This design comes from an exercise in tuning for a short achievable clock period and few clock cycles per item on the open sky130 flow, not from production work.
Only simulation tests tie the RTL to the original design; equivalence was not proved.
No activity file was given, so power comes from the tool's default toggle rates.

==> design/flow/design.v <==
`timescale 1ns/1ps
`default_nettype none
package cpu_pkg;
    typedef logic [32-1:0] word_t;
    typedef logic [$clog2(32)-1:0] reg_addr_t;
    localparam logic [6:0] OPC_OP     = 7'b0110011;
    localparam logic [6:0] OPC_OP_IMM = 7'b0010011;
    localparam logic [6:0] OPC_LUI    = 7'b0110111;
    localparam int U_ADD = 0;
    localparam int U_CMP = 1;
    localparam int U_SLL = 2;
    localparam int U_SR  = 3;
    localparam int U_LG  = 4;
    localparam int NU    = 5;
    localparam int S_A  = 0;     
    localparam int S_B  = 1;     
    localparam int S_BN = 2;     
    localparam int S_SL = 3;     
    localparam int S_SR = 4;     
    localparam int NS   = 5;
    localparam int F_ADD  = 0;
    localparam int F_SLL  = 1;
    localparam int F_SR   = 2;
    localparam int F_LG   = 3;
    localparam int F_LT   = 4;
    localparam int F_REG  = 5;
    localparam int F_IMM  = 6;
    localparam int NF     = 7;
    typedef struct packed {
        logic          ena;         
        logic          wr;          
        logic          use_rs1;     
        logic          use_rs2;     
        logic          lui;
        logic [NU-1:0] unit;        
        logic          sub;
        logic          cmp_signed;
        logic          sra;
        logic [3:0]    lg_m;        
    } ctl_t;
endpackage
`default_nettype wire
`timescale 1ns/1ps
`default_nettype none
module fetch_unit (
    input  wire                 clk_cpu,
    input  wire                 reset_i,
    input  wire [31:0]          irom_inst_i,
    output cpu_pkg::word_t      irom_addr_o,
    input  wire [31:0]          e_wr_oh_i,
    input  wire                 e_wr_i,
    input  wire cpu_pkg::reg_addr_t e_rd_i,
    output logic [31:0]         inst_o,
    output cpu_pkg::ctl_t       ctl_o,
    output logic [31:0]         rs1_sel_o,
    output logic [31:0]         rs2_sel_o,
    output logic [cpu_pkg::NS*cpu_pkg::NF-1:0] fsel_o,
    output logic                valid_o
);
    logic [29:0] pc_q, pc_inc;
    logic [31:0] word_q;
    logic        word_valid_q;
    logic [6:0]  opcode;
    logic [2:0]  f3;
    logic [4:0]  rd, rs1, rs2;
    logic        is_op, is_imm, is_lui, is_alu;
    cpu_pkg::ctl_t ctl, d_ctl;
    logic        d_wr, e1, e2, w1, w2;
    logic [31:0] dec1, dec2;
    logic [cpu_pkg::NU-1:0] pu;
    logic [cpu_pkg::NS*cpu_pkg::NF-1:0] fsel;
    assign irom_addr_o = {pc_q, 2'b00};
    inc30 u_inc (.a_i(pc_q), .y_o(pc_inc));
    always_ff @(posedge clk_cpu) begin
        if (reset_i) begin
            pc_q         <= '0;
            word_valid_q <= 1'b0;
            valid_o      <= 1'b0;
        end else begin
            pc_q         <= pc_inc;
            word_valid_q <= 1'b1;
            valid_o      <= word_valid_q;
        end
    end
    always_ff @(posedge clk_cpu) begin
        word_q <= irom_inst_i;
    end
    assign opcode = word_q[6:0];
    assign f3     = word_q[14:12];
    assign rd     = word_q[11:7];
    assign rs1    = word_q[19:15];
    assign rs2    = word_q[24:20];
    for (genvar i = 0; i < 32; i++) begin : g_dec
        assign dec1[i] = rs1 == 5'(i);
        assign dec2[i] = rs2 == 5'(i);
    end
    assign is_op  = opcode == cpu_pkg::OPC_OP;
    assign is_imm = opcode == cpu_pkg::OPC_OP_IMM;
    assign is_lui = opcode == cpu_pkg::OPC_LUI;
    assign is_alu = is_op | is_imm;
    always_comb begin
        ctl            = '0;
        ctl.ena        = is_alu | is_lui;
        ctl.wr         = (is_alu | is_lui) && rd != '0;
        ctl.use_rs1    = is_alu;
        ctl.use_rs2    = is_op;
        ctl.lui        = is_lui;
        ctl.unit[cpu_pkg::U_ADD] = is_alu && f3 == 3'b000;
        ctl.unit[cpu_pkg::U_CMP] = is_alu && f3[2:1] == 2'b01;
        ctl.unit[cpu_pkg::U_SLL] = is_alu && f3 == 3'b001;
        ctl.unit[cpu_pkg::U_SR]  = is_alu && f3 == 3'b101;
        ctl.unit[cpu_pkg::U_LG]  = (is_alu && (f3 == 3'b100 || f3[2:1] == 2'b11)) || is_lui;
        ctl.sub        = is_op && f3 == 3'b000 && word_q[30];
        ctl.cmp_signed = !f3[0];
        ctl.sra        = word_q[30];
        ctl.lg_m       = {is_lui, is_alu && f3 == 3'b111, is_alu && f3 == 3'b110,
                          is_alu && f3 == 3'b100};
    end
    assign d_ctl = ctl_o;
    assign d_wr  = valid_o && d_ctl.wr;
    assign e1    = ctl.use_rs1 && d_wr && inst_o[11:7] == rs1;
    assign e2    = ctl.use_rs2 && d_wr && inst_o[11:7] == rs2;
    assign pu    = d_ctl.unit;
    assign w1    = e_wr_i && e_rd_i == rs1;
    assign w2    = e_wr_i && e_rd_i == rs2;
    function automatic logic [cpu_pkg::NF-1:0] sel(input logic en, input logic fwd,
                                                   input logic [cpu_pkg::NU-1:0] p,
                                                   input logic use_imm);
        logic [cpu_pkg::NF-1:0] v;
        v[cpu_pkg::F_ADD]  = en && fwd && p[cpu_pkg::U_ADD];
        v[cpu_pkg::F_SLL]  = en && fwd && p[cpu_pkg::U_SLL];
        v[cpu_pkg::F_SR]   = en && fwd && p[cpu_pkg::U_SR];
        v[cpu_pkg::F_LG]   = en && fwd && p[cpu_pkg::U_LG];
        v[cpu_pkg::F_LT]   = en && fwd && p[cpu_pkg::U_CMP];
        v[cpu_pkg::F_REG]  = en && !fwd && !use_imm;
        v[cpu_pkg::F_IMM]  = en && !fwd && use_imm;
        sel = v;
    endfunction
    always_comb begin
        fsel = '0;
        fsel[cpu_pkg::S_A  * cpu_pkg::NF +: cpu_pkg::NF] = sel(ctl.use_rs1, e1, pu, 1'b0);
        fsel[cpu_pkg::S_B  * cpu_pkg::NF +: cpu_pkg::NF] =
            sel((ctl.unit[cpu_pkg::U_ADD] && !ctl.sub) || ctl.unit[cpu_pkg::U_LG], e2, pu, !ctl.use_rs2);
        fsel[cpu_pkg::S_BN * cpu_pkg::NF +: cpu_pkg::NF] =
            sel((ctl.unit[cpu_pkg::U_ADD] && ctl.sub) || ctl.unit[cpu_pkg::U_CMP], e2, pu, !ctl.use_rs2);
        fsel[cpu_pkg::S_SL * cpu_pkg::NF +: cpu_pkg::NF] = sel(ctl.unit[cpu_pkg::U_SLL], e2, pu, !ctl.use_rs2);
        fsel[cpu_pkg::S_SR * cpu_pkg::NF +: cpu_pkg::NF] = sel(ctl.unit[cpu_pkg::U_SR], e2, pu, !ctl.use_rs2);
    end
    always_ff @(posedge clk_cpu) begin
        inst_o   <= word_q;
        ctl_o    <= ctl;
        rs1_sel_o <= {dec1[31:1] & ~e_wr_oh_i[31:1], w1};
        rs2_sel_o <= {dec2[31:1] & ~e_wr_oh_i[31:1], w2};
        fsel_o   <= fsel;
    end
endmodule
module inc_and2 (
    input  wire a_i,
    input  wire b_i,
    output logic y_o
);
    assign y_o = a_i & b_i;
endmodule
module inc_xor2 (
    input  wire a_i,
    input  wire b_i,
    output logic y_o
);
    assign y_o = a_i ^ b_i;
endmodule
module inc30 (
    input  wire [29:0] a_i,
    output logic [29:0] y_o
);
    logic [29:0] t [0:5];
    assign t[0] = a_i;
    for (genvar l = 0; l < 5; l++) begin : g_lev
        for (genvar i = 0; i < 30; i++) begin : g_bit
            if (i >= (1 << l)) begin : g_and
                inc_and2 u_and (.a_i(t[l][i]), .b_i(t[l][i - (1 << l)]), .y_o(t[l+1][i]));
            end else begin : g_pass
                assign t[l+1][i] = t[l][i];
            end
        end
    end
    assign y_o[0] = ~a_i[0];
    for (genvar i = 1; i < 30; i++) begin : g_s
        inc_xor2 u_x (.a_i(a_i[i]), .b_i(t[5][i-1]), .y_o(y_o[i]));
    end
endmodule
`default_nettype wire
`timescale 1ns/1ps
`default_nettype none
module decode_unit (
    input  wire                     clk_cpu,
    input  wire                     reset_i,
    input  wire [31:0]              inst_i,
    input  wire cpu_pkg::ctl_t      ctl_i,
    input  wire [31:0]              rs1_sel_i,
    input  wire [31:0]              rs2_sel_i,
    input  wire [cpu_pkg::NS*cpu_pkg::NF-1:0] fsel_i,
    input  wire                     valid_i,
    input  wire cpu_pkg::word_t     x_sum_i,
    input  wire cpu_pkg::word_t     x_sumn_i,
    input  wire cpu_pkg::word_t     x_slln_i,
    input  wire cpu_pkg::word_t     x_srn_i,
    input  wire cpu_pkg::word_t     x_lg_i,
    input  wire cpu_pkg::word_t     x_lgn_i,
    input  wire                     x_lt_i,
    input  wire [31:0]              wb_we_oh_i,
    input  wire cpu_pkg::word_t     wb_value_i,
    output logic                    ex_valid_o,
    output logic                    ex_wr_o,
    output logic [31:0]             ex_wr_oh_o,
    output logic                    ex_ena_o,
    output cpu_pkg::reg_addr_t      ex_rd_o,
    output cpu_pkg::word_t          a_o,
    output cpu_pkg::word_t          b_o,
    output cpu_pkg::word_t          bn_o,
    output logic [4:0]              sl_o,
    output logic [4:0]              sr_o,
    output logic                    cin_o,       
    output logic                    sgn_o,       
    output logic                    sra_o,
    output logic [3:0]              lg_m_o,
    output logic [cpu_pkg::NU-1:0]  unit_o,
    output logic [cpu_pkg::NU-1:0]  unit_wr_o    
);
    cpu_pkg::ctl_t  ctl;
    cpu_pkg::word_t imm;
    assign ctl = ctl_i;
    assign imm = ctl.lui ? {inst_i[31:12], 12'b0} : {{20{inst_i[31]}}, inst_i[31:20]};
    cpu_pkg::word_t regs [1:31];
    for (genvar i = 1; i < 32; i++) begin : g_rf
        always_ff @(posedge clk_cpu) begin
            if (wb_we_oh_i[i]) begin
                regs[i] <= wb_value_i;
            end
        end
    end
    cpu_pkg::word_t rd_src [0:31];
    assign rd_src[0] = wb_value_i;
    for (genvar i = 1; i < 32; i++) begin : g_src
        assign rd_src[i] = regs[i];
    end
    cpu_pkg::word_t a_oldn, b_oldn;
    for (genvar k = 0; k < 32; k++) begin : g_rd
        logic [31:0] col;
        for (genvar i = 0; i < 32; i++) begin : g_c
            assign col[i] = rd_src[i][k];
        end
        rd_mux32 u_a (.s_i(rs1_sel_i), .d_i(col), .yn_o(a_oldn[k]));
        rd_mux32 u_b (.s_i(rs2_sel_i), .d_i(col), .yn_o(b_oldn[k]));
    end
    function automatic logic [cpu_pkg::NF-1:0] fs(input int slot);
        fs = fsel_i[slot*cpu_pkg::NF +: cpu_pkg::NF];
    endfunction
    cpu_pkg::word_t a_d, b_d, bn_d;
    logic [4:0]     sl_w, sr_w;
    fwd_word_a u_a  (.f_i(fs(cpu_pkg::S_A)), .add_i(x_sum_i), .slln_i(x_slln_i), .srn_i(x_srn_i),
                     .lg_i(x_lg_i), .lt_i(x_lt_i), .oldn_i(a_oldn), .y_o(a_d));
    fwd_word   u_b  (.f_i(fs(cpu_pkg::S_B)), .add_i(x_sum_i), .slln_i(x_slln_i), .srn_i(x_srn_i),
                     .lg_i(x_lg_i), .lt_i(x_lt_i), .oldn_i(b_oldn), .imm_i(imm), .y_o(b_d));
    fwd_word_t u_bn (.f_i(fs(cpu_pkg::S_BN)), .add_i(x_sumn_i), .sll_i(x_slln_i), .sr_i(x_srn_i),
                     .lg_i(x_lgn_i), .ltn_i(~x_lt_i), .old_i(b_oldn), .immn_i(~imm), .y_o(bn_d));
    fwd_bit0 u_sl0 (.f_i(fs(cpu_pkg::S_SL)), .add_i(x_sum_i[0]), .slln_i(x_slln_i[0]),
                    .srn_i(x_srn_i[0]), .lg_i(x_lg_i[0]), .lt_i(x_lt_i), .oldn_i(b_oldn[0]),
                    .imm_i(imm[0]), .y_o(sl_w[0]));
    fwd_bit0 u_sr0 (.f_i(fs(cpu_pkg::S_SR)), .add_i(x_sum_i[0]), .slln_i(x_slln_i[0]),
                    .srn_i(x_srn_i[0]), .lg_i(x_lg_i[0]), .lt_i(x_lt_i), .oldn_i(b_oldn[0]),
                    .imm_i(imm[0]), .y_o(sr_w[0]));
    for (genvar i = 1; i < 5; i++) begin : g_sh
        fwd_bit u_sl (.f_i(fs(cpu_pkg::S_SL)), .add_i(x_sum_i[i]), .slln_i(x_slln_i[i]),
                      .srn_i(x_srn_i[i]), .lg_i(x_lg_i[i]), .oldn_i(b_oldn[i]), .imm_i(imm[i]),
                      .y_o(sl_w[i]));
        fwd_bit u_sr (.f_i(fs(cpu_pkg::S_SR)), .add_i(x_sum_i[i]), .slln_i(x_slln_i[i]),
                      .srn_i(x_srn_i[i]), .lg_i(x_lg_i[i]), .oldn_i(b_oldn[i]), .imm_i(imm[i]),
                      .y_o(sr_w[i]));
    end
    always_ff @(posedge clk_cpu) begin
        if (reset_i) begin
            ex_valid_o <= 1'b0;
            ex_wr_o    <= 1'b0;
            ex_wr_oh_o <= '0;
        end else begin
            ex_valid_o <= valid_i;
            ex_wr_o    <= valid_i && ctl.wr;
            for (int i = 0; i < 32; i++) ex_wr_oh_o[i] <= valid_i && ctl.wr && inst_i[11:7] == 5'(i);
        end
    end
    always_ff @(posedge clk_cpu) begin
        ex_ena_o  <= ctl.ena;
        ex_rd_o   <= inst_i[11:7];
        a_o       <= a_d;
        b_o       <= b_d;
        bn_o      <= bn_d;
        sl_o      <= sl_w;
        sr_o      <= sr_w;
        cin_o     <= ctl.sub || ctl.unit[cpu_pkg::U_CMP];
        sgn_o     <= ctl.cmp_signed;
        sra_o     <= ctl.sra;
        lg_m_o    <= ctl.lg_m;
        unit_o    <= ctl.unit;
        unit_wr_o <= ctl.wr ? ctl.unit : '0;
    end
endmodule
module fwd_bit (
    input  wire [cpu_pkg::NF-1:0] f_i,
    input  wire                   add_i,
    input  wire                   slln_i,
    input  wire                   srn_i,
    input  wire                   lg_i,
    input  wire                   oldn_i,
    input  wire                   imm_i,
    output logic                  y_o
);
    assign y_o = (f_i[cpu_pkg::F_ADD] & add_i)
               | (f_i[cpu_pkg::F_SLL] & ~slln_i)
               | (f_i[cpu_pkg::F_SR]  & ~srn_i)
               | (f_i[cpu_pkg::F_LG]  & lg_i)
               | (f_i[cpu_pkg::F_REG] & ~oldn_i)
               | (f_i[cpu_pkg::F_IMM] & imm_i);
endmodule
module fwd_bit0 (
    input  wire [cpu_pkg::NF-1:0] f_i,
    input  wire                   add_i,
    input  wire                   slln_i,
    input  wire                   srn_i,
    input  wire                   lg_i,
    input  wire                   lt_i,
    input  wire                   oldn_i,
    input  wire                   imm_i,
    output logic                  y_o
);
    assign y_o = (f_i[cpu_pkg::F_ADD] & add_i)
               | (f_i[cpu_pkg::F_SLL] & ~slln_i)
               | (f_i[cpu_pkg::F_SR]  & ~srn_i)
               | (f_i[cpu_pkg::F_LG]  & lg_i)
               | (f_i[cpu_pkg::F_LT]  & lt_i)
               | (f_i[cpu_pkg::F_REG] & ~oldn_i)
               | (f_i[cpu_pkg::F_IMM] & imm_i);
endmodule
module fwd_bit_a (
    input  wire [cpu_pkg::NF-1:0] f_i,
    input  wire                   add_i,
    input  wire                   slln_i,
    input  wire                   srn_i,
    input  wire                   lg_i,
    input  wire                   oldn_i,
    output logic                  y_o
);
    assign y_o = (f_i[cpu_pkg::F_ADD] & add_i)
               | (f_i[cpu_pkg::F_SLL] & ~slln_i)
               | (f_i[cpu_pkg::F_SR]  & ~srn_i)
               | (f_i[cpu_pkg::F_LG]  & lg_i)
               | (f_i[cpu_pkg::F_REG] & ~oldn_i);
endmodule
module fwd_bit_a0 (
    input  wire [cpu_pkg::NF-1:0] f_i,
    input  wire                   add_i,
    input  wire                   slln_i,
    input  wire                   srn_i,
    input  wire                   lg_i,
    input  wire                   lt_i,
    input  wire                   oldn_i,
    output logic                  y_o
);
    assign y_o = (f_i[cpu_pkg::F_ADD] & add_i)
               | (f_i[cpu_pkg::F_SLL] & ~slln_i)
               | (f_i[cpu_pkg::F_SR]  & ~srn_i)
               | (f_i[cpu_pkg::F_LG]  & lg_i)
               | (f_i[cpu_pkg::F_LT]  & lt_i)
               | (f_i[cpu_pkg::F_REG] & ~oldn_i);
endmodule
module fwd_bit_t (
    input  wire [cpu_pkg::NF-1:0] f_i,
    input  wire                   add_i,
    input  wire                   sll_i,
    input  wire                   sr_i,
    input  wire                   lg_i,
    input  wire                   old_i,
    input  wire                   immn_i,
    output logic                  y_o
);
    assign y_o = (f_i[cpu_pkg::F_ADD] & add_i)
               | (f_i[cpu_pkg::F_SLL] & sll_i)
               | (f_i[cpu_pkg::F_SR]  & sr_i)
               | (f_i[cpu_pkg::F_LG]  & lg_i)
               | (f_i[cpu_pkg::F_REG] & old_i)
               | (f_i[cpu_pkg::F_IMM] & immn_i);
endmodule
module fwd_bit_t0 (
    input  wire [cpu_pkg::NF-1:0] f_i,
    input  wire                   add_i,
    input  wire                   sll_i,
    input  wire                   sr_i,
    input  wire                   lg_i,
    input  wire                   ltn_i,
    input  wire                   old_i,
    input  wire                   immn_i,
    output logic                  y_o
);
    assign y_o = (f_i[cpu_pkg::F_ADD] & add_i)
               | (f_i[cpu_pkg::F_SLL] & sll_i)
               | (f_i[cpu_pkg::F_SR]  & sr_i)
               | (f_i[cpu_pkg::F_LG]  & lg_i)
               | (f_i[cpu_pkg::F_LT]  & ltn_i)
               | (f_i[cpu_pkg::F_REG] & old_i)
               | (f_i[cpu_pkg::F_IMM] & immn_i);
endmodule
module fwd_bit_t1 (
    input  wire [cpu_pkg::NF-1:0] f_i,
    input  wire                   add_i,
    input  wire                   sll_i,
    input  wire                   sr_i,
    input  wire                   lg_i,
    input  wire                   old_i,
    input  wire                   immn_i,
    output logic                  y_o
);
    assign y_o = (f_i[cpu_pkg::F_ADD] & add_i)
               | (f_i[cpu_pkg::F_SLL] & sll_i)
               | (f_i[cpu_pkg::F_SR]  & sr_i)
               | (f_i[cpu_pkg::F_LG]  & lg_i)
               | f_i[cpu_pkg::F_LT]
               | (f_i[cpu_pkg::F_REG] & old_i)
               | (f_i[cpu_pkg::F_IMM] & immn_i);
endmodule
module fwd_word (
    input  wire [cpu_pkg::NF-1:0] f_i,
    input  wire cpu_pkg::word_t   add_i,
    input  wire cpu_pkg::word_t   slln_i,
    input  wire cpu_pkg::word_t   srn_i,
    input  wire cpu_pkg::word_t   lg_i,
    input  wire                   lt_i,
    input  wire cpu_pkg::word_t   oldn_i,
    input  wire cpu_pkg::word_t   imm_i,
    output cpu_pkg::word_t        y_o
);
    fwd_bit0 u_b0 (.f_i(f_i), .add_i(add_i[0]), .slln_i(slln_i[0]), .srn_i(srn_i[0]), .lg_i(lg_i[0]),
                   .lt_i(lt_i), .oldn_i(oldn_i[0]), .imm_i(imm_i[0]), .y_o(y_o[0]));
    for (genvar i = 1; i < 32; i++) begin : g_b
        fwd_bit u_b (.f_i(f_i), .add_i(add_i[i]), .slln_i(slln_i[i]), .srn_i(srn_i[i]), .lg_i(lg_i[i]),
                     .oldn_i(oldn_i[i]), .imm_i(imm_i[i]), .y_o(y_o[i]));
    end
endmodule
module fwd_word_a (
    input  wire [cpu_pkg::NF-1:0] f_i,
    input  wire cpu_pkg::word_t   add_i,
    input  wire cpu_pkg::word_t   slln_i,
    input  wire cpu_pkg::word_t   srn_i,
    input  wire cpu_pkg::word_t   lg_i,
    input  wire                   lt_i,
    input  wire cpu_pkg::word_t   oldn_i,
    output cpu_pkg::word_t        y_o
);
    fwd_bit_a0 u_b0 (.f_i(f_i), .add_i(add_i[0]), .slln_i(slln_i[0]), .srn_i(srn_i[0]), .lg_i(lg_i[0]),
                     .lt_i(lt_i), .oldn_i(oldn_i[0]), .y_o(y_o[0]));
    for (genvar i = 1; i < 32; i++) begin : g_b
        fwd_bit_a u_b (.f_i(f_i), .add_i(add_i[i]), .slln_i(slln_i[i]), .srn_i(srn_i[i]), .lg_i(lg_i[i]),
                       .oldn_i(oldn_i[i]), .y_o(y_o[i]));
    end
endmodule
module fwd_word_t (
    input  wire [cpu_pkg::NF-1:0] f_i,
    input  wire cpu_pkg::word_t   add_i,
    input  wire cpu_pkg::word_t   sll_i,
    input  wire cpu_pkg::word_t   sr_i,
    input  wire cpu_pkg::word_t   lg_i,
    input  wire                   ltn_i,
    input  wire cpu_pkg::word_t   old_i,
    input  wire cpu_pkg::word_t   immn_i,
    output cpu_pkg::word_t        y_o
);
    fwd_bit_t0 u_b0 (.f_i(f_i), .add_i(add_i[0]), .sll_i(sll_i[0]), .sr_i(sr_i[0]), .lg_i(lg_i[0]),
                     .ltn_i(ltn_i), .old_i(old_i[0]), .immn_i(immn_i[0]), .y_o(y_o[0]));
    for (genvar i = 1; i < 32; i++) begin : g_b
        fwd_bit_t1 u_b (.f_i(f_i), .add_i(add_i[i]), .sll_i(sll_i[i]), .sr_i(sr_i[i]), .lg_i(lg_i[i]),
                        .old_i(old_i[i]), .immn_i(immn_i[i]), .y_o(y_o[i]));
    end
endmodule
module rd_ao22n (
    input  wire [1:0] s_i,
    input  wire [1:0] d_i,
    output logic      yn_o
);
    assign yn_o = ~((s_i[0] & d_i[0]) | (s_i[1] & d_i[1]));
endmodule
module rd_nand4 (
    input  wire [3:0] an_i,
    output logic      y_o
);
    assign y_o = ~&an_i;
endmodule
module rd_nor2 (
    input  wire [1:0] a_i,
    output logic      yn_o
);
    assign yn_o = ~|a_i;
endmodule
module rd_mux32 (
    input  wire [31:0] s_i,
    input  wire [31:0] d_i,
    output logic       yn_o
);
    logic [15:0] l1n;
    logic [3:0]  l2;
    logic [1:0]  l3n;
    for (genvar i = 0; i < 16; i++) begin : g_l1
        rd_ao22n u (.s_i(s_i[2*i +: 2]), .d_i(d_i[2*i +: 2]), .yn_o(l1n[i]));
    end
    for (genvar i = 0; i < 4; i++) begin : g_l2
        rd_nand4 u (.an_i(l1n[4*i +: 4]), .y_o(l2[i]));
    end
    for (genvar i = 0; i < 2; i++) begin : g_l3
        rd_nor2 u (.a_i(l2[2*i +: 2]), .yn_o(l3n[i]));
    end
    assign yn_o = l3n[0] & l3n[1];
endmodule
`default_nettype wire
`timescale 1ns/1ps
`default_nettype none
module execute_unit (
    input  wire cpu_pkg::word_t     a_i,
    input  wire cpu_pkg::word_t     b_i,
    input  wire cpu_pkg::word_t     bn_i,
    input  wire [4:0]               sl_i,
    input  wire [4:0]               sr_i,
    input  wire                     cin_i,
    input  wire                     sgn_i,
    input  wire                     sra_i,
    input  wire [3:0]               lg_m_i,
    input  wire [cpu_pkg::NU-1:0]   unit_i,
    input  wire [cpu_pkg::NU-1:0]   unit_wr_i,
    output cpu_pkg::word_t          sum_o,
    output cpu_pkg::word_t          sumn_o,
    output cpu_pkg::word_t          slln_o,      
    output cpu_pkg::word_t          srn_o,       
    output cpu_pkg::word_t          lg_o,
    output cpu_pkg::word_t          lgn_o,
    output logic                    lt_o,
    output cpu_pkg::word_t          result_o,
    output cpu_pkg::word_t          wb_res_o     
);
    logic c30;
    ks_add32 u_add (.a_i(a_i), .b_i(b_i), .bn_i(bn_i), .cin_i(cin_i),
                    .s_o(sum_o), .sn_o(sumn_o), .c30_o(c30));
    cmp_top  u_lt  (.a_i(a_i[31]), .bn_i(bn_i[31]), .sgn_i(sgn_i), .c_i(c30), .lt_o(lt_o));
    sh_left  u_sll (.d_i(a_i), .sh_i(sl_i), .yn_o(slln_o));
    sh_right u_sr  (.d_i(a_i), .sh_i(sr_i), .fill_i(sra_i & a_i[31]), .yn_o(srn_o));
    assign lg_o  = ({32{lg_m_i[0]}} & (a_i ^ b_i))
                 | ({32{lg_m_i[1]}} & (a_i | b_i))
                 | ({32{lg_m_i[2]}} & (a_i & b_i))
                 | ({32{lg_m_i[3]}} & b_i);
    assign lgn_o = ~lg_o;
    res_sel0 u_res0 (.unit_i(unit_i), .sum_i(sum_o[0]), .slln_i(slln_o[0]), .srn_i(srn_o[0]),
                     .lg_i(lg_o[0]), .lt_i(lt_o), .y_o(result_o[0]));
    res_sel0 u_wbr0 (.unit_i(unit_wr_i), .sum_i(sum_o[0]), .slln_i(slln_o[0]), .srn_i(srn_o[0]),
                     .lg_i(lg_o[0]), .lt_i(lt_o), .y_o(wb_res_o[0]));
    for (genvar i = 1; i < 32; i++) begin : g_res
        res_sel u_res (.unit_i(unit_i), .sum_i(sum_o[i]), .slln_i(slln_o[i]), .srn_i(srn_o[i]),
                       .lg_i(lg_o[i]), .y_o(result_o[i]));
        res_sel u_wbr (.unit_i(unit_wr_i), .sum_i(sum_o[i]), .slln_i(slln_o[i]), .srn_i(srn_o[i]),
                       .lg_i(lg_o[i]), .y_o(wb_res_o[i]));
    end
endmodule
module res_sel0 (
    input  wire [cpu_pkg::NU-1:0] unit_i,
    input  wire sum_i,
    input  wire slln_i,
    input  wire srn_i,
    input  wire lg_i,
    input  wire lt_i,
    output logic y_o
);
    assign y_o = (unit_i[cpu_pkg::U_ADD] & sum_i)
               | (unit_i[cpu_pkg::U_SLL] & ~slln_i)
               | (unit_i[cpu_pkg::U_SR]  & ~srn_i)
               | (unit_i[cpu_pkg::U_LG]  & lg_i)
               | (unit_i[cpu_pkg::U_CMP] & lt_i);
endmodule
module res_sel (
    input  wire [cpu_pkg::NU-1:0] unit_i,
    input  wire sum_i,
    input  wire slln_i,
    input  wire srn_i,
    input  wire lg_i,
    output logic y_o
);
    assign y_o = (unit_i[cpu_pkg::U_ADD] & sum_i)
               | (unit_i[cpu_pkg::U_SLL] & ~slln_i)
               | (unit_i[cpu_pkg::U_SR]  & ~srn_i)
               | (unit_i[cpu_pkg::U_LG]  & lg_i);
endmodule
module ks_pre_n (
    input  wire gn_h_i,
    input  wire pn_h_i,
    input  wire gn_l_i,
    input  wire pn_l_i,
    output logic g_o,
    output logic p_o
);
    assign g_o = ~(gn_h_i & (pn_h_i | gn_l_i));
    assign p_o = ~(pn_h_i | pn_l_i);
endmodule
module ks_pre_p (
    input  wire g_h_i,
    input  wire p_h_i,
    input  wire g_l_i,
    input  wire p_l_i,
    output logic gn_o,
    output logic pn_o
);
    assign gn_o = ~(g_h_i | (p_h_i & g_l_i));
    assign pn_o = ~(p_h_i & p_l_i);
endmodule
module ks_inv (
    input  wire a_i,
    output logic y_o
);
    assign y_o = ~a_i;
endmodule
module ks_net32 (
    input  wire [31:0] gn_i,
    input  wire [31:0] pn_i,
    output logic [31:0] c_o
);
    logic [31:0] g [0:5];
    logic [31:0] p [0:5];
    assign g[0] = gn_i;
    assign p[0] = pn_i;
    for (genvar l = 0; l < 5; l++) begin : g_lev
        for (genvar i = 0; i < 32; i++) begin : g_bit
            if (i >= (1 << l)) begin : g_pre
                if (l % 2 == 0) begin : g_n
                    ks_pre_n u_pre (.gn_h_i(g[l][i]), .pn_h_i(p[l][i]),
                                    .gn_l_i(g[l][i - (1 << l)]), .pn_l_i(p[l][i - (1 << l)]),
                                    .g_o(g[l+1][i]), .p_o(p[l+1][i]));
                end else begin : g_p
                    ks_pre_p u_pre (.g_h_i(g[l][i]), .p_h_i(p[l][i]),
                                    .g_l_i(g[l][i - (1 << l)]), .p_l_i(p[l][i - (1 << l)]),
                                    .gn_o(g[l+1][i]), .pn_o(p[l+1][i]));
                end
            end else begin : g_pass
                ks_inv u_inv (.a_i(g[l][i]), .y_o(g[l+1][i]));
                assign p[l+1][i] = 1'b0;
            end
        end
    end
    assign c_o = g[5];
endmodule
module add_gn (
    input  wire a_i,
    input  wire b_i,
    input  wire bn_i,
    output logic gn_o
);
    assign gn_o = ~(a_i & (b_i | bn_i));
endmodule
module add_tn (
    input  wire a_i,
    input  wire b_i,
    input  wire bn_i,
    output logic tn_o
);
    assign tn_o = ~(a_i | b_i | bn_i);
endmodule
module add_x (
    input  wire a_i,
    input  wire b_i,
    input  wire bn_i,
    output logic x_o
);
    assign x_o = a_i ^ (b_i | bn_i);
endmodule
module add_gn0 (
    input  wire a_i,
    input  wire b_i,
    input  wire bn_i,
    input  wire cin_i,
    output logic gn_o
);
    assign gn_o = ~((a_i & (b_i | bn_i)) | (cin_i & (a_i | b_i | bn_i)));
endmodule
module add_s (
    input  wire x_i,
    input  wire c_i,
    output logic s_o
);
    assign s_o = x_i ^ c_i;
endmodule
module add_sn (
    input  wire x_i,
    input  wire c_i,
    output logic sn_o
);
    assign sn_o = ~(x_i ^ c_i);
endmodule
module ks_add32 (
    input  wire [31:0] a_i,
    input  wire [31:0] b_i,
    input  wire [31:0] bn_i,
    input  wire        cin_i,
    output logic [31:0] s_o,
    output logic [31:0] sn_o,
    output logic        c30_o
);
    logic [31:0] gn, tn, x, c, ci;
    add_gn0 u_g0 (.a_i(a_i[0]), .b_i(b_i[0]), .bn_i(bn_i[0]), .cin_i(cin_i), .gn_o(gn[0]));
    for (genvar i = 1; i < 32; i++) begin : g_gt
        add_gn u_g (.a_i(a_i[i]), .b_i(b_i[i]), .bn_i(bn_i[i]), .gn_o(gn[i]));
        add_tn u_t (.a_i(a_i[i]), .b_i(b_i[i]), .bn_i(bn_i[i]), .tn_o(tn[i]));
    end
    for (genvar i = 0; i < 32; i++) begin : g_x
        add_x u_x (.a_i(a_i[i]), .b_i(b_i[i]), .bn_i(bn_i[i]), .x_o(x[i]));
    end
    ks_net32 u_net (.gn_i(gn), .pn_i({tn[31:1], 1'b1}), .c_o(c));
    assign ci    = {c[30:0], cin_i};
    assign c30_o = c[30];
    for (genvar i = 0; i < 32; i++) begin : g_s
        add_s  u_s  (.x_i(x[i]), .c_i(ci[i]), .s_o(s_o[i]));
        add_sn u_sn (.x_i(x[i]), .c_i(ci[i]), .sn_o(sn_o[i]));
    end
endmodule
module cmp_top (
    input  wire a_i,
    input  wire bn_i,
    input  wire sgn_i,
    input  wire c_i,
    output logic lt_o
);
    assign lt_o = (a_i ^ bn_i) ? ~c_i : (sgn_i ? a_i : ~bn_i);
endmodule
module mx2i (
    input  wire a_i,
    input  wire b_i,
    input  wire s_i,
    output logic y_o
);
    assign y_o = ~(s_i ? b_i : a_i);
endmodule
module mz_t (
    input  wire a_i,
    input  wire s_i,
    output logic y_o
);
    assign y_o = ~(a_i & ~s_i);
endmodule
module mz_n (
    input  wire an_i,
    input  wire s_i,
    output logic y_o
);
    assign y_o = ~(an_i | s_i);
endmodule
module sh_left (
    input  wire [31:0] d_i,
    input  wire [4:0]  sh_i,
    output logic [31:0] yn_o
);
    logic [31:0] v [0:5];
    assign v[0] = d_i;
    for (genvar k = 0; k < 5; k++) begin : g_lev
        for (genvar i = 0; i < 32; i++) begin : g_bit
            if (i >= (1 << k)) begin : g_m
                mx2i u_m (.a_i(v[k][i]), .b_i(v[k][i - (1 << k)]), .s_i(sh_i[k]), .y_o(v[k+1][i]));
            end else if (k % 2 == 0) begin : g_zt
                mz_t u_z (.a_i(v[k][i]), .s_i(sh_i[k]), .y_o(v[k+1][i]));
            end else begin : g_zn
                mz_n u_z (.an_i(v[k][i]), .s_i(sh_i[k]), .y_o(v[k+1][i]));
            end
        end
    end
    assign yn_o = v[5];
endmodule
module sh_right (
    input  wire [31:0] d_i,
    input  wire [4:0]  sh_i,
    input  wire        fill_i,
    output logic [31:0] yn_o
);
    logic [31:0] v [0:5];
    logic        fill_n;
    assign fill_n = ~fill_i;
    assign v[0] = d_i;
    for (genvar k = 0; k < 5; k++) begin : g_lev
        for (genvar i = 0; i < 32; i++) begin : g_bit
            if (i + (1 << k) < 32) begin : g_m
                mx2i u_m (.a_i(v[k][i]), .b_i(v[k][i + (1 << k)]), .s_i(sh_i[k]), .y_o(v[k+1][i]));
            end else begin : g_f
                mx2i u_m (.a_i(v[k][i]), .b_i((k % 2 == 0) ? fill_i : fill_n), .s_i(sh_i[k]),
                          .y_o(v[k+1][i]));
            end
        end
    end
    assign yn_o = v[5];
endmodule
`default_nettype wire
`timescale 1ns/1ps
`default_nettype none
module result_unit (
    input  wire                     clk_cpu,
    input  wire                     reset_i,     
    input  wire                     rst_i,       
    input  wire                     valid_i,
    input  wire                     wr_i,
    input  wire                     ena_i,
    input  wire cpu_pkg::reg_addr_t rd_i,
    input  wire cpu_pkg::word_t     result_i,    
    input  wire cpu_pkg::word_t     wb_res_i,    
    output logic [31:0]             wb_we_oh_o,
    output cpu_pkg::word_t          wb_value_o,
    output logic                    debug_wb_have_inst_o,
    output cpu_pkg::word_t          debug_wb_pc_o,
    output logic                    debug_wb_ena_o,
    output cpu_pkg::reg_addr_t      debug_wb_reg_o,
    output cpu_pkg::word_t          debug_wb_value_o
);
    logic               valid_q;
    logic               ena_q;
    logic [29:0]        pc_q;
    cpu_pkg::reg_addr_t rd_q;
    cpu_pkg::word_t     value_q;
    cpu_pkg::word_t     dbg_value_q;
    logic [31:0]        we_oh_q;
    always_ff @(posedge clk_cpu) begin
        if (reset_i || rst_i) begin
            valid_q <= 1'b0;
        end else begin
            valid_q <= valid_i;
        end
    end
    always_ff @(posedge clk_cpu) begin
        if (rst_i) begin
            we_oh_q <= '0;
        end else begin
            for (int i = 0; i < 32; i++) we_oh_q[i] <= wr_i && rd_i == 5'(i);
        end
    end
    logic [29:0] pc_inc;
    inc30 u_inc (.a_i(pc_q), .y_o(pc_inc));
    always_ff @(posedge clk_cpu) begin
        pc_q    <= valid_q ? pc_inc : '0;
        ena_q   <= ena_i;
        rd_q    <= rd_i;
        value_q     <= wb_res_i;
        dbg_value_q <= result_i;
    end
    assign wb_we_oh_o = we_oh_q;
    assign wb_value_o = value_q;
    assign debug_wb_have_inst_o = valid_q;
    assign debug_wb_pc_o        = {pc_q, 2'b00};
    assign debug_wb_ena_o       = ena_q;
    assign debug_wb_reg_o       = rd_q;
    assign debug_wb_value_o     = dbg_value_q;
endmodule
`default_nettype wire
`timescale 1ns/1ps
`default_nettype none
module cpu (
    input  wire                        clk_cpu,
    input  wire                        reset_i,
    input  wire [32-1:0]  irom_inst_i,
    output cpu_pkg::word_t             irom_addr_o,
    output logic                       debug_wb_have_inst_o,
    output cpu_pkg::word_t             debug_wb_pc_o,
    output logic                       debug_wb_ena_o,
    output cpu_pkg::reg_addr_t         debug_wb_reg_o,
    output cpu_pkg::word_t             debug_wb_value_o
);
    logic [31:0]        fd_inst;
    cpu_pkg::ctl_t      fd_ctl;
    logic [31:0]        fd_rs1_sel, fd_rs2_sel;
    logic [cpu_pkg::NS*cpu_pkg::NF-1:0] fd_fsel;
    logic               fd_valid;
    logic               ex_valid, ex_wr, ex_ena;
    logic [31:0]        ex_wr_oh;
    cpu_pkg::reg_addr_t ex_rd;
    cpu_pkg::word_t     ex_a, ex_b, ex_bn;
    logic [4:0]         ex_sl, ex_sr;
    logic               ex_cin, ex_sgn, ex_sra;
    logic [3:0]         ex_lg_m;
    logic [cpu_pkg::NU-1:0] ex_unit, ex_unit_wr;
    cpu_pkg::word_t     x_sum, x_sumn, x_slln, x_srn, x_lg, x_lgn, alu_res, wb_res;
    logic               x_lt;
    logic [31:0]        wb_we_oh;
    logic               rst_q;
    always_ff @(posedge clk_cpu) begin
        rst_q <= reset_i;
    end
    cpu_pkg::word_t     wb_value;
    fetch_unit u_fetch (
        .clk_cpu     (clk_cpu),
        .reset_i     (rst_q),
        .irom_inst_i (irom_inst_i),
        .irom_addr_o (irom_addr_o),
        .e_wr_oh_i   (ex_wr_oh),
        .e_wr_i      (ex_wr),
        .e_rd_i      (ex_rd),
        .inst_o      (fd_inst),
        .ctl_o       (fd_ctl),
        .rs1_sel_o   (fd_rs1_sel),
        .rs2_sel_o   (fd_rs2_sel),
        .fsel_o      (fd_fsel),
        .valid_o     (fd_valid)
    );
    decode_unit u_decode (
        .clk_cpu    (clk_cpu),
        .reset_i    (rst_q),
        .inst_i     (fd_inst),
        .ctl_i      (fd_ctl),
        .rs1_sel_i  (fd_rs1_sel),
        .rs2_sel_i  (fd_rs2_sel),
        .fsel_i     (fd_fsel),
        .valid_i    (fd_valid),
        .x_sum_i    (x_sum),
        .x_sumn_i   (x_sumn),
        .x_slln_i   (x_slln),
        .x_srn_i    (x_srn),
        .x_lg_i     (x_lg),
        .x_lgn_i    (x_lgn),
        .x_lt_i     (x_lt),
        .wb_we_oh_i (wb_we_oh),
        .wb_value_i (wb_value),
        .ex_valid_o (ex_valid),
        .ex_wr_o    (ex_wr),
        .ex_wr_oh_o (ex_wr_oh),
        .ex_ena_o   (ex_ena),
        .ex_rd_o    (ex_rd),
        .a_o        (ex_a),
        .b_o        (ex_b),
        .bn_o       (ex_bn),
        .sl_o       (ex_sl),
        .sr_o       (ex_sr),
        .cin_o      (ex_cin),
        .sgn_o      (ex_sgn),
        .sra_o      (ex_sra),
        .lg_m_o     (ex_lg_m),
        .unit_o     (ex_unit),
        .unit_wr_o  (ex_unit_wr)
    );
    execute_unit u_execute (
        .a_i      (ex_a),
        .b_i      (ex_b),
        .bn_i     (ex_bn),
        .sl_i     (ex_sl),
        .sr_i     (ex_sr),
        .cin_i    (ex_cin),
        .sgn_i    (ex_sgn),
        .sra_i    (ex_sra),
        .lg_m_i   (ex_lg_m),
        .unit_i   (ex_unit),
        .unit_wr_i (ex_unit_wr),
        .sum_o    (x_sum),
        .sumn_o   (x_sumn),
        .slln_o   (x_slln),
        .srn_o    (x_srn),
        .lg_o     (x_lg),
        .lgn_o    (x_lgn),
        .lt_o     (x_lt),
        .result_o (alu_res),
        .wb_res_o (wb_res)
    );
    result_unit u_result (
        .clk_cpu              (clk_cpu),
        .reset_i              (reset_i),
        .rst_i                (rst_q),
        .valid_i              (ex_valid),
        .wr_i                 (ex_wr),
        .ena_i                (ex_ena),
        .rd_i                 (ex_rd),
        .result_i             (alu_res),
        .wb_res_i             (wb_res),
        .wb_we_oh_o           (wb_we_oh),
        .wb_value_o           (wb_value),
        .debug_wb_have_inst_o (debug_wb_have_inst_o),
        .debug_wb_pc_o        (debug_wb_pc_o),
        .debug_wb_ena_o       (debug_wb_ena_o),
        .debug_wb_reg_o       (debug_wb_reg_o),
        .debug_wb_value_o     (debug_wb_value_o)
    );
endmodule
`default_nettype wire
==> design/flow/run.sh <==
#!/bin/bash
# synth_recipe.tcl (not shown) runs the flow's synth.tcl, then flattens the netlist and writes it again
# the make line also repeats each setting of config.mk as NAME=value (left out here)
make -C /OpenROAD-flow-scripts/flow DESIGN_CONFIG=/design/flow/config.mk WORK_HOME=/design/flow/orfs CLKGATE_MAP_FILE= SYNTH_SCRIPT=/design/flow/synth_recipe.tcl finish
==> design/flow/config.mk <==
export PLATFORM = sky130hd
export DESIGN_NAME = cpu
export DESIGN_NICKNAME = cpu
export VERILOG_FILES = /design/flow/design.v
export SDC_FILE = /design/flow/constraint.sdc
export NUM_CORES = 4
export LEC_CHECK = 0
export CAP_MARGIN = 20
export CORE_MARGIN = 2
export CORE_UTILIZATION = 55
export CTS_CLUSTER_DIAMETER = 60
export CTS_CLUSTER_SIZE = 30
export SETUP_SLACK_MARGIN = 3.6
export SLEW_MARGIN = 20
export SYNTH_HIERARCHICAL = 1
export TNS_END_PERCENT = 100
==> design/flow/constraint.sdc <==
create_clock -name core_clock -period 6.0 [get_ports {clk_cpu}]
set_input_delay 1.2000 -clock core_clock [delete_from_list [all_inputs] [get_ports {clk_cpu}]]
set_output_delay 1.2000 -clock core_clock [all_outputs]
set_load 0.01 [all_outputs]
==> summary.txt, run 1 <==
STA
The hold violation count in the final report is 0. Setup slack on the critical path of the routed design comes to 3410 ps. The clock period could shrink to 2590 ps. The period utilization is 0.431. Summed over all failing endpoints, the final setup total negative slack is 0 ps. The highest attainable clock frequency is 0.387 GHz. The worst pin sits at a relative slew slack of 0.148. Setup violations remaining at the end of the flow were counted as 0. Setup repair after global routing could not meet its margin everywhere. The number of pins with negative max-slew slack in the final report is 0.

The worst clock skew is 64.0 ps. At the pin with the least slew margin, the transition time is 1280 ps.

Clocking
TritonCTS built the clock tree. The later-pin clock latency in the skew report is 790 ps. The number of buffers inserted during clock tree synthesis is 121. Buffers inserted to repair hold after CTS numbered 0. In this run the deepest clock path goes through 3 buffers. The clock edge transition at the registers on the reported setup and hold paths is 80 ps.

The root cell of the clock tree is sky130_fd_sc_hd__clkbuf_16. The H-tree was split into 3 levels. The clock net in this run drives a total of 1487 sinks.

Worst hold path
The tightest min-delay check is of the reg -> reg type.

Pwr
The total power of the final layout is 20.9 mW. In this run the static leakage power is 26.4 nW. The maximum VDD drop is 278 uV. Power spread over the standard cell area amounts to 240 nW/um^2.

Global route
The maximum number of pins on one net before global-route repair is 52. Global routing finished with a remaining overflow of 0. The aggregate global-route resource usage is 0.401. The wire length of the first global-routing pass is 393000 um.

The number of antenna violations at the first check in global routing is 16. The number of global-route vias before repair is 54.5k.

Drt
The total number of vias is 56.4k. After detailed routing, the number of remaining DRC violations is 0. The number of routed nets with antenna violations is 0. The overall routed net length is 282000 um. The per-cell routed wire length is 34.8 um.

The DRC marker count from the first detailed-route iteration is 7315. Dividing the detail-routed via count by the number of cells gives 6.97. The first detailed-routing pass ran for 10 iterations.

Placed design
The count of input and output buffers is 132. After legalization and detailed placement, the total HPWL measured 173000 um. The setup slack at placement is 2700 ps. The weighted congestion reported at the end of routability-driven placement is 1.01.

Layout
The filler cell count is 9991. The final net count is 6304. In the final layout, the share of cells above drive strength 1 is 0.408. The relative area change from synthesis to final layout is 18.2%.

Worst setup path
Data arrives at the worst endpoint at 3230 ps. The signal on the critical path passes through buf_8 > buf_16 > buf_4 > mux2i_4 > mux2i_2 > mux2i_1 > buf_4 > mux2i_1 > mux2i_4 > buf_6 > nand2b_1 > nand4_1. Broken down by cell family, the worst path's largest delay share belongs to multiplexers. The worst path required time is 6640 ps. The largest stage delay on the critical path is 390 ps. The critical-path cell with the highest stage delay is sky130_fd_sc_hd__dfxtp_4. STA classifies the critical path endpoint as a flop. The worst setup path is launched from a flop.

Counting both buffers and inverters, the worst setup path holds a total of 5. The kind of critical path is reg -> reg. Of all nets on the critical path, the largest fanout is 4.

Die
The standard cell core area is 133000 um^2. The width of the chip is 370 um. During I/O placement, the number of pins put on the boundary was 137. The floorplan has 134 rows. The initial utilization of the core area, before any placement, comes to 0.554.

The floorplan step set the die height to 370 um. The die covers 137000 um^2.

Logic synthesis
The area of the mapped netlist is 73800 um^2. Synthesis produced a netlist whose cell count is 5665. The count of synthesis-stage warnings from yosys is 26.

The post-synthesis area per instance is 13.0 um^2.

Job
Across the run, the number of max-cap violations was 0.

Status
The run finished with no timing, DRC or antenna violations.
[per-layer routing]
layer / GRT usage / routed length, um
met1: 0.517 / 107000
met2: 0.621 / 126000
met3: 0.104 / 31100
met4: 0.213 / 17500
met5: 0 / 60
[area by class of cell]
cell class | count | area, um^2 | area share
clock buffers | 127 | 3090 | 0.0355
repair buffers | 471 | 4400 | 0.0504
inverters | 275 | 1040 | 0.0119
flip-flops and latches | 1487 | 40300 | 0.461
well taps | 1768 | 2210 | 0.0254
clock inverters | 104 | 1400 | 0.0160
multi-input cells | 3850 | 34800 | 0.399
diodes | 10 | 25.0 | 0.000287
[path summary, 6_finish.rpt]
check / from / endpoint / slack (ps) / cells past startpoint
max: u_decode.sr_o[0] / u_decode.a_o[9] / 3410 / 12
min reg2reg: u_fetch.ctl_o[0] / u_decode.lg_m_o[0] / 330 / 0
min: u_fetch.ctl_o[0] / u_decode.lg_m_o[0] / 330 / 0
max reg2reg: u_decode.sr_o[0] / u_decode.a_o[9] / 3410 / 12
[sequential cells by signal, indices dropped and copies added (netlist names), 14 cells and up]
register / count
u_decode.regs: 992
u_fetch.fsel_o: 34
u_decode.a_o: 32
u_decode.b_o: 32
u_decode.bn_o: 32
u_fetch.rs1_sel_o: 32
u_fetch.rs2_sel_o: 32
u_fetch.word_q: 32
u_result.dbg_value_q: 32
u_result.value_q: 32
u_decode.ex_wr_oh_o: 31
u_result.we_oh_q: 31
u_fetch.pc_q: 30
u_result.pc_q: 30
u_fetch.inst_o: 24
u_fetch.ctl_o: 14
[report_power, final]
| group | total [mW] | internal [mW] | switching [mW] | leakage, nW |
|---|---|---|---|---|
| sequential | 10.9 | 10.8 | 0.0962 | 11.7 |
| clock | 8.92 | 4.60 | 4.32 | 2.15 |
| combinational | 1.12 | 0.377 | 0.743 | 12.5 |
[per-stage QoR]
step	util	area, um^2	std cells	hold slack (ps)
after floorplan	-	73800	5667	310
after global placement	0.588	78400	7678	310
after detailed placement	0.588	78400	7678	313
after CTS	0.638	85100	8004	330
after global routing	0.654	87200	8082	331
final	0.654	87200	8092	330
[cell usage in the layout, fill, tap and decap left out, types with 63 or more instances in the layout]
cell type and n:
sky130_fd_sc_hd__dfxtp_2 185, sky130_fd_sc_hd__nand2_1 248, sky130_fd_sc_hd__and2_1 331, sky130_fd_sc_hd__nand2b_1 261, sky130_fd_sc_hd__nor2_1 189, sky130_fd_sc_hd__dfxtp_1 222
sky130_fd_sc_hd__nand4_1 292, sky130_fd_sc_hd__mux2i_1 175, sky130_fd_sc_hd__edfxtp_1 992, sky130_fd_sc_hd__buf_6 106, sky130_fd_sc_hd__mux2i_4 63, sky130_fd_sc_hd__o21ai_2 75
sky130_fd_sc_hd__dfxtp_4 88, sky130_fd_sc_hd__inv_1 255, sky130_fd_sc_hd__xnor2_1 76, sky130_fd_sc_hd__a22oi_1 110, sky130_fd_sc_hd__clkbuf_16 123, sky130_fd_sc_hd__nor2_2 87
sky130_fd_sc_hd__buf_4 290, sky130_fd_sc_hd__nand3_1 75, sky130_fd_sc_hd__ha_1 64, sky130_fd_sc_hd__o2111ai_2 67, sky130_fd_sc_hd__xor2_1 73, sky130_fd_sc_hd__a22oi_2 1097
[timing repair]
action,CTS,global route
pin swaps,18,88
resized for setup,864,319
gates cloned,4,0
buffers inserted,91,78
endpoints found under the setup margin,269,251
Testbench counts, summed over its fixed seeds: cycles 24,032, items 24,000.
==> run 2, diff against run 1 <==
--- a/design/flow/config.mk
+++ b/design/flow/config.mk
@@ -8,7 +8,8 @@
 export CAP_MARGIN = 20
 export CORE_MARGIN = 2
-export CORE_UTILIZATION = 55
+export CORE_UTILIZATION = 45
 export CTS_CLUSTER_DIAMETER = 60
 export CTS_CLUSTER_SIZE = 30
+export PLACE_DENSITY = 0.7
 export SETUP_SLACK_MARGIN = 3.6
 export SLEW_MARGIN = 20
==> summary.txt, run 2 <==
Worst setup path
On the critical path, the stage with the largest delay is an instance of sky130_fd_sc_hd__o211ai_1. The worst setup path is of the reg -> reg kind. Walking the worst path, the cells encountered are o22a_1 > a21oi_4 > inv_2 > a21oi_4 > o21ai_2 > a21oi_2 > o21ai_4 > o211ai_1 > inv_1 > a22oi_2 > nand3_1.

STA classifies the critical path endpoint as a flop. The largest stage delay on the critical path is 470 ps. The worst setup path is launched from a flop. The data arrival time at the worst-slack endpoint is 3260 ps. The worst path required time is 6680 ps. Along the worst path, the maximum fanout reaches 6. The cell with the most instances on the worst path is sky130_fd_sc_hd__a21oi_4.

Clocking
The clock tree from TritonCTS is built. The clock reaches the later pin of the worst-skew pair after 820 ps. The hold buffer count at CTS is 0. The tree built by TritonCTS fans out to 1487 sinks. The H-tree level count is 3. In this run the clock root is driven by a sky130_fd_sc_hd__clkbuf_16. The maximum clock insertion buffer count is 3. Clock tree synthesis inserted a total of 114 buffers.

After clock tree synthesis, the clock-pin slew on the worst setup and hold paths is 110 ps.

STA
The worst path needs 2580 ps of the cycle, external delays included. The worst slew margin relative to its limit is 0.108. The period utilization is 0.430. The transition at the pin with the smallest max-transition slack is 1340 ps. Adding up every negative setup slack in the final design gives 0 ps. Clock skew on the completed layout was measured at 58.9 ps. Setup repair after global routing could not meet its margin everywhere. Based on the critical path, the design can be clocked at up to 0.387 GHz.

The number of pins with negative max-slew slack in the final report is 0. The hold violation count in the final report came to 0. Setup violations remaining at the end of the flow were counted as 0.

Global route
In the global route stage, met1 resource usage came out at 0.423. The number of antenna violations at the first check in global routing came to 12. The busiest layer in global routing is met2. For this run, the total global-route usage over all layers was measured as 0.326. For this run, global-route usage on met2 was measured as 0.473. The maximum number of pins on one net before global-route repair is 52. The met3 track demand over resource in global routing is 0.0976.

The wire length of the first global-routing pass is 392000 um. The leftover overflow at the end of global routing is 0. The number of global-route vias before repair is 53.6k.

Logic synthesis
The count of synthesis-stage warnings from yosys is 26. Averaged over all synthesized cells, the footprint is 13.0 um^2. The area of the mapped netlist is 73800 um^2. The number of cells produced by synthesis is 5665.

Drt
In the final routed layout, each cell accounts on average for 33.6 um. The first TritonRoute pass finished after 8 iterations. The number of routed nets with antenna violations is 0. The detailed-route vias per instance is 6.72. After the first detailed-routing iteration, the DRC count stood at 9080. The total number of vias is 56.7k. The post-detailed-route DRC marker count is 0.

The overall routed net length is 284000 um.

Job
The count of max-cap constraint violations is 0.

Layout
Counting flops per register, the top entry is u_decode.regs. The most frequent standard cell in the layout excluding fill and tap cells is sky130_fd_sc_hd__a22oi_2. In the final layout, the registers with the most flip-flops are u_decode.regs (992), u_fetch.fsel_o (34). The library cells used most frequently in the layout, excluding fill and tap cells, are 1091 x sky130_fd_sc_hd__a22oi_2, 992 x sky130_fd_sc_hd__edfxtp_1, 329 x sky130_fd_sc_hd__and2_1, 292 x sky130_fd_sc_hd__nand4_1, 266 x sky130_fd_sc_hd__nand2b_1. The number of flip-flops under the largest register name is 992. Leaving out filler cells and counting taps, the final layout contains 8445. The relative area change from synthesis to final layout is 17.9%. At the end of the flow, the number of nets in the layout was 6260. Of the cells placed in the final design, the portion with a size suffix greater than 1 is 0.404.

Die
The area of the die is 167000 um^2. The I/O pin count is 137. The die height is 409 um. The width of the chip is 409 um. The initialized floorplan defines 148 standard-cell rows. After floorplanning, the core was sized to cover 163000 um^2. The initial core utilization is 0.454.

Pwr
The maximum VDD drop is 257 uV. Summed over all cells, the static leakage comes to 26.1 nW. In this run the power density over the cells is 238 nW/um^2.

Placed design
The post-detailed-placement half-perimeter wirelength is 175000 um. Routability-driven placement finished with a final weighted congestion of 1.08. The number of cells after detailed placement is 8052. The count of input and output buffers is 132.

Worst hold path
The worst min-delay path category is reg -> reg.

Status
The run finished with no timing, DRC or antenna violations.
==> run 2: cell type report <==
| cell class | count | area (um^2) |
|---|---|---|
| clock buffers | 122 | 2970 |
| repair buffers | 435 | 4060 |
| inverters | 275 | 1040 |
| flip-flops and latches | 1487 | 40300 |
| well taps | 2175 | 2720 |
| diodes | 8 | 20.0 |
| multi-input cells | 3849 | 34500 |
| clock inverters | 94 | 1360 |
| fillers | 13300 | 75700 |
==> run 2: final timing paths <==
| kind | from | endpoint | slack [ps] | cells past startpoint |
|---|---|---|---|---|
| worst max-delay path | u_decode.b_o[0] | u_decode.bn_o[0] | 3420 | 11 |
| worst min-delay path | u_fetch.word_q[26] | u_fetch.inst_o[26] | 300 | 0 |
| worst max register to register | u_decode.b_o[0] | u_decode.bn_o[0] | 3420 | 11 |
| worst min register to register | u_fetch.word_q[26] | u_fetch.inst_o[26] | 300 | 0 |
==> run 2: critical path: cells and delay by family (launching register included) <==
kind / cells / cell delay [ps]
buffers and inverters: 2 / 240
DFF: 1 / 360
and+or+nand+nor: 1 / 90
AOI/OAI and AO/OA: 8 / 1740
==> run 2: per-stage QoR <==
step | utilization | cell area (um^2) | worst slack, ps | power [mW] | hold WS, ps
floorplan | - | 73800 | 3630 | 11.6 | 310
global placement | 0.484 | 78700 | 2850 | 12.2 | 312
detailed placement | 0.484 | 78700 | 2790 | 12.2 | 313
CTS | 0.523 | 85100 | 3440 | 20.7 | 306
global route | 0.535 | 87000 | 3440 | 21.1 | 307
finish | 0.535 | 87000 | 3420 | 20.7 | 299
==> run 2: repair_timing <==
action,CTS,global route
cloned,1,1
setup endpoints to repair,269,245
pin swaps,15,57
resized for setup,897,273
buffers inserted,92,75
==> run 2: report_power, final <==
part	switching, mW	total (mW)	internal [mW]	leakage, nW
combinational	0.820	1.20	0.377	12.3
clock	4.56	8.66	4.09	2.09
sequential	0.0713	10.8	10.8	11.7
total	5.45	20.7	15.2	26.1
==> run 2: routing by layer <==
layer / up-vias / wire [um]
li1: 23300 / -
met1: 28600 / 106000
met2: 4031 / 120000
met3: 885 / 36600
met4: 8 / 20700
met5: - / 62

[separate check: timing with driven ports]
The flow's constraints put no driver on any port. The routed layouts listed below were extracted and timed again, unchanged, in two steps.
Step 1, drivers: a clkbuf_16 drives clk_cpu and a buf_2 each remaining input, both assumed.
Step 2, shift: input delay + t, output delay - t, t = (earliest + latest rising clock arrival at the registers) / 2. This alone moves slack from input paths to output paths.
Slacks: no drivers / after step 1 / after step 2; pairs: no drivers / after step 1.
| run | shift t [ns] | setup WS [ns] | hold slack, ns | worst setup path at the end | clock arrival spread, ns |
|---|---|---|---|---|---|
| run 1 | 0.846 | 3.413 / 3.351 / 3.412 | 0.330 / 0.330 / 0.330 | input to register | 0.064 / 0.064 |
| run 2 | 0.877 | 3.418 / 3.378 / 3.418 | 0.299 / 0.299 / 0.299 | register to register | 0.068 / 0.068 |
After both steps every run listed still meets setup and hold. For run 1, which loses most, drivers alone change the setup slack by -0.062 ns; drivers and shift together by -0.001 ns.
